Source: an optimization exercise on an open RTL-to-GDS flow (aim: small area and a short achievable clock period). Production flows keep margins and buffers that such runs may drop. Function was checked by simulation only, so behaviour that the tests miss may differ from the original. No activity file was given, so power comes from the tool's default toggle rates.

==> flow/design.v (excerpt) <==
module mjd_bcd_to_calendar_time (
    input  logic        i_clk,
    input  logic        i_rst_n,
    input  logic        start,
    output logic        busy,
    input  logic [15:0] i_mjd,
    input  logic [7:0]  i_hour_bcd,
    input  logic [7:0]  i_minute_bcd,
    input  logic [7:0]  i_second_bcd,
    output logic        o_valid,
    output logic [10:0] o_year,
    output logic [3:0]  o_month_num,
    output logic [4:0]  o_day_of_month,
    output logic [2:0]  o_weekday,
    output logic [7:0]  o_hour_bin,
    output logic [7:0]  o_minute_bin,
    output logic [7:0]  o_second_bin
);
    function automatic logic [7:0] bcd_to_bin(input logic [7:0] b);
        logic [3:0] t;
        logic [2:0] v;
        logic [4:0] x;
        logic [6:0] h;
        logic       c;
        t = b[7:4];
        v = b[3:1];
        c = 1'b0;
        for (int i = 0; i < 3; i++) begin
            x[i] = t[i] ^ v[i] ^ c;
            c    = (t[i] & v[i]) | (c & (t[i] ^ v[i]));
        end
        x[3] = t[3] ^ c;
        x[4] = t[3] & c;
        h[1:0] = x[1:0];
        c = 1'b0;
        for (int i = 2; i < 5; i++) begin
            h[i] = x[i] ^ t[i-2] ^ c;
            c    = (x[i] & t[i-2]) | (c & (x[i] ^ t[i-2]));
        end
        h[5] = t[3] ^ c;
        h[6] = t[3] & c;
        bcd_to_bin = {h, b[0]};
    endfunction
    assign busy = !i_rst_n;
    logic        s_valid;
    logic [15:0] s_mjd;
    logic [23:0] s_hms;
    generate if (CUT0) begin : g_cut0
        always_ff @(posedge i_clk) begin
            if (!i_rst_n) s_valid <= 1'b0;
            else          s_valid <= start;
            s_mjd <= i_mjd;
            s_hms <= {i_hour_bcd, i_minute_bcd, i_second_bcd};
        end
    end else begin : g_nocut0
        assign s_valid = start;
        assign s_mjd   = i_mjd;
        assign s_hms   = {i_hour_bcd, i_minute_bcd, i_second_bcd};
    end endgenerate
    mjdc_date u_date (
        .i_clk     (i_clk),
        .i_rst_n   (i_rst_n),
        .i_valid   (s_valid),
        .i_mjd     (s_mjd),
        .o_valid   (o_valid),
        .o_year    (o_year),
        .o_month   (o_month_num),
        .o_day     (o_day_of_month),
        .o_weekday (o_weekday)
    );
    localparam int unsigned HMS_LAT = DATE_LAT - int'(CUT0);
    logic [23:0] hms_d [0:HMS_LAT];     
  ...
For scale: about 640 cells after synthesis.
==> flow/config.mk <==
export PLATFORM = sky130hd
export DESIGN_NAME = mjd_bcd_to_calendar_time
export DESIGN_NICKNAME = mjd_bcd_to_calendar_time
export VERILOG_FILES = /design/flow/design.v
export SDC_FILE = /design/flow/constraint.sdc
export NUM_CORES = 4
export LEC_CHECK = 0
export ABC_CLOCK_PERIOD_IN_PS = 3500
export CAP_MARGIN = 20
export CORE_MARGIN = 2
export CORE_UTILIZATION = 60
export SETUP_SLACK_MARGIN = 4.1
export SLEW_MARGIN = 20
==> flow/constraint.sdc <==
create_clock -name core_clock -period 7.5 [get_ports {i_clk}]
set_input_delay 1.5000 -clock core_clock [delete_from_list [all_inputs] [get_ports {i_clk}]]
set_output_delay 1.5000 -clock core_clock [all_outputs]
set_load 0.01 [all_outputs]
standard.sh (not shown) runs the stock make flow with config.mk's settings and CLKGATE_MAP_FILE= SYNTH_SCRIPT=/design/flow/synth_recipe.tcl, a recipe that flattens the netlist after the stock synthesis.
==> flow/flow/run.sh <==
#!/bin/bash
# layout flow: the standard synthesis, then its combinational logic re-mapped by
# abc as plain gates (flow/remap.tcl; every register kept with its name and cell;
# the logic before the first registers mapped for delay),
# then the rest of the standard flow, with the port buffers as plain buf_1 cells
# instead of the cell buffer_ports picks by default, and a clock tree over larger
# sink clusters without dummy balancing loads.
# each tool's output goes to a log of its own in this folder
set -euo pipefail
export BUFFER_PORTS_ARGS="-buffer_cell sky130_fd_sc_hd__buf_1"
export CTS_ARGS="-sink_clustering_enable -repair_clock_nets -dont_use_dummy_load -buf_list sky130_fd_sc_hd__clkbuf_8 -sink_clustering_size 30 -sink_clustering_max_diameter 100"
bash standard.sh synth > synth_run.log 2>&1
R=orfs/results/$FLOW_PLATFORM/mjd_bcd_to_calendar_time/base
cp $R/1_2_yosys.v standard_synth.v
REMAP_LIB=$FLOW_HOME/platforms/sky130hd/lib/sky130_fd_sc_hd__tt_025C_1v80.lib \
REMAP_IN=standard_synth.v REMAP_TOP=$FLOW_TOP REMAP_PS=3500 REMAP_OUT=$R/1_2_yosys.v \
    yosys -c flow/remap.tcl > remap.log 2>&1
rm -f $R/1_synth.odb $R/1_synth.sdc
bash standard.sh > standard_run.log 2>&1
==> flow/flow/remap.tcl <==
# re-map the combinational logic of the standard synthesis netlist with abc as
# plain gates (the standard netlist keeps yosys's full/half-adder cells and
# kogge-stone adders), keeping every register instance, its name and its cell.
# the logic from the inputs to the first pipeline registers (it also carries the
# input delay) is mapped first, for delay; the rest for area, except the
# time-of-day bcd conversion, whose full and half adder cells are kept.
set lib $::env(REMAP_LIB)
set abcargs [list -liberty $lib -dont_use *lpflow* -dont_use *probe* -dont_use *fill*]
yosys read_liberty -ignore_miss_func $lib
yosys read_verilog $::env(REMAP_IN)
yosys hierarchy -top $::env(REMAP_TOP)
yosys blackbox sky130_fd_sc_hd__dfxtp_1 sky130_fd_sc_hd__dfxtp_2 sky130_fd_sc_hd__dfxtp_4
yosys cd $::env(REMAP_TOP)
yosys select -set bcd {c:g_hms[1].*} {%ci*:-sky130_fd_sc_hd__dfxtp_1[Q]}
yosys select -set keepfa t:sky130_fd_sc_hd__fa_* t:sky130_fd_sc_hd__ha_* %u @bcd %i
yosys setattr -set keep_hierarchy 1 @keepfa
yosys select -clear
yosys cd
yosys flatten
yosys opt -purge
yosys cd $::env(REMAP_TOP)
yosys select -set first {c:u_date.b_r1*} {c:u_date.b_qp*} %u {%ci*:-sky130_fd_sc_hd__dfxtp_1[Q]}
yosys abc {*}$abcargs -D 1200 -script {+strash;dc2;dch,-f;map,-D,1200;topo} @first
yosys select -clear
yosys cd
yosys abc {*}$abcargs -D 3500
yosys splitnets
yosys opt_clean -purge
yosys hilomap -singleton -hicell sky130_fd_sc_hd__conb_1 HI -locell sky130_fd_sc_hd__conb_1 LO
# left out here: clean up, clear keep_hierarchy
yosys stat -liberty $lib
yosys select -module $::env(REMAP_TOP)
yosys write_verilog -noattr -nohex -nodec -selected $::env(REMAP_OUT)
Next try:
- CORE_UTILIZATION: 60 -> 75
- SETUP_SLACK_MARGIN: 4.1 -> 3.9
After rerunning:
- sequential share of layout area came out higher by 1.3 points
- routed wire length is higher by 33%
- sequential cell count is unchanged
- count of clock-buffer cells in the layout is unchanged
- sequential power stays flat
Next try:
--- a/flow/flow/run.sh
+++ b/flow/flow/run.sh
@@ -1,6 +1,5 @@
 #!/bin/bash
 # layout flow: the standard synthesis, then its combinational logic re-mapped by
-# abc as plain gates (flow/remap.tcl; every register kept with its name and cell;
-# the logic before the first registers mapped for delay),
+# abc as plain gates (flow/remap.tcl; every register kept with its name and cell),
 # then the rest of the standard flow, with the port buffers as plain buf_1 cells
 # instead of the cell buffer_ports picks by default, and a clock tree over larger
==> flow/flow/remap.tcl (replaced) <==
# re-map the combinational logic of the standard synthesis netlist with abc as
# plain gates (the standard netlist keeps yosys's full/half-adder cells and
# kogge-stone adders), keeping every register instance, its name and its cell
set lib $::env(REMAP_LIB)
yosys read_liberty -ignore_miss_func $lib
yosys read_verilog $::env(REMAP_IN)
yosys hierarchy -top $::env(REMAP_TOP)
yosys blackbox sky130_fd_sc_hd__dfxtp_1 sky130_fd_sc_hd__dfxtp_2 sky130_fd_sc_hd__dfxtp_4
yosys flatten
yosys opt -purge
yosys abc -liberty $lib -dont_use *lpflow* -dont_use *probe* -dont_use *fill* -D $::env(REMAP_PS)
yosys splitnets
yosys opt_clean -purge
yosys hilomap -singleton -hicell sky130_fd_sc_hd__conb_1 HI -locell sky130_fd_sc_hd__conb_1 LO
yosys opt_clean -purge
yosys stat -liberty $lib
yosys select -module $::env(REMAP_TOP)
yosys write_verilog -noattr -nohex -nodec -selected $::env(REMAP_OUT)
- CORE_UTILIZATION: 75 -> 60
After rerunning:
- clock power went down by a few percent
- total power went down by a few percent
- global-route usage went down by 18 points
- cell area went up by a few percent
- count of clock-buffer cells in the layout stays the same
- maximum frequency went up by a few percent
Next try:
- CORE_UTILIZATION: 60 -> 75
=> Die area is lower by 19%; via count is higher by 4.0%; final area is lower by 1.8%; area after synthesis stays the same; sequential share of layout area is higher by 0.71 points; first-iteration DRC count is higher by 81%; non-clock buffer count is lower by 8; clock skew is higher by 13 ps.

## what the ideal ports hide
The flow's constraints put no driver on any port. The routed layouts listed below were extracted and timed again, unchanged, in two steps.
Step 1 (the two cells are an assumption about what drives the block):
set clk [get_ports {i_clk}]
set_driving_cell -lib_cell sky130_fd_sc_hd__clkbuf_16 $clk
set_driving_cell -lib_cell sky130_fd_sc_hd__buf_2 [delete_from_list [all_inputs] $clk]
Step 2 adds t to the input delays and takes it off the output delays; t is the mean of the earliest and latest rising clock arrival at the registers after step 1. Input paths then give back, and output paths get back, about the clock's delay inside the block.
a / b / c = no drivers / after step 1 / after step 2; a / b = the first two.
| run | t (ns) | slack for setup (ns) | worst setup path after step 2 | clock arrival spread, ns | worst slew at a driven data input, ns |
|---|---|---|---|---|---|
| the first run | 0.452 | 4.162 / 4.139 / 3.734 | input to register | 0.040 / 0.040 | 0.05 |
| the second run | 0.458 | 3.777 / 3.777 / 3.513 | input to register | 0.034 / 0.034 | 0.04 |
| the third run | 0.463 | 3.958 / 3.973 / 3.510 | input to register | 0.031 / 0.030 | 0.04 |
| the fourth run | 0.449 | 3.976 / 3.968 / 3.519 | input to register | 0.040 / 0.040 | 0.05 |
After both steps every run listed still meets setup and hold. For the fourth run, which loses most, drivers alone change the setup slack by -0.008 ns; drivers and shift together by -0.457 ns.
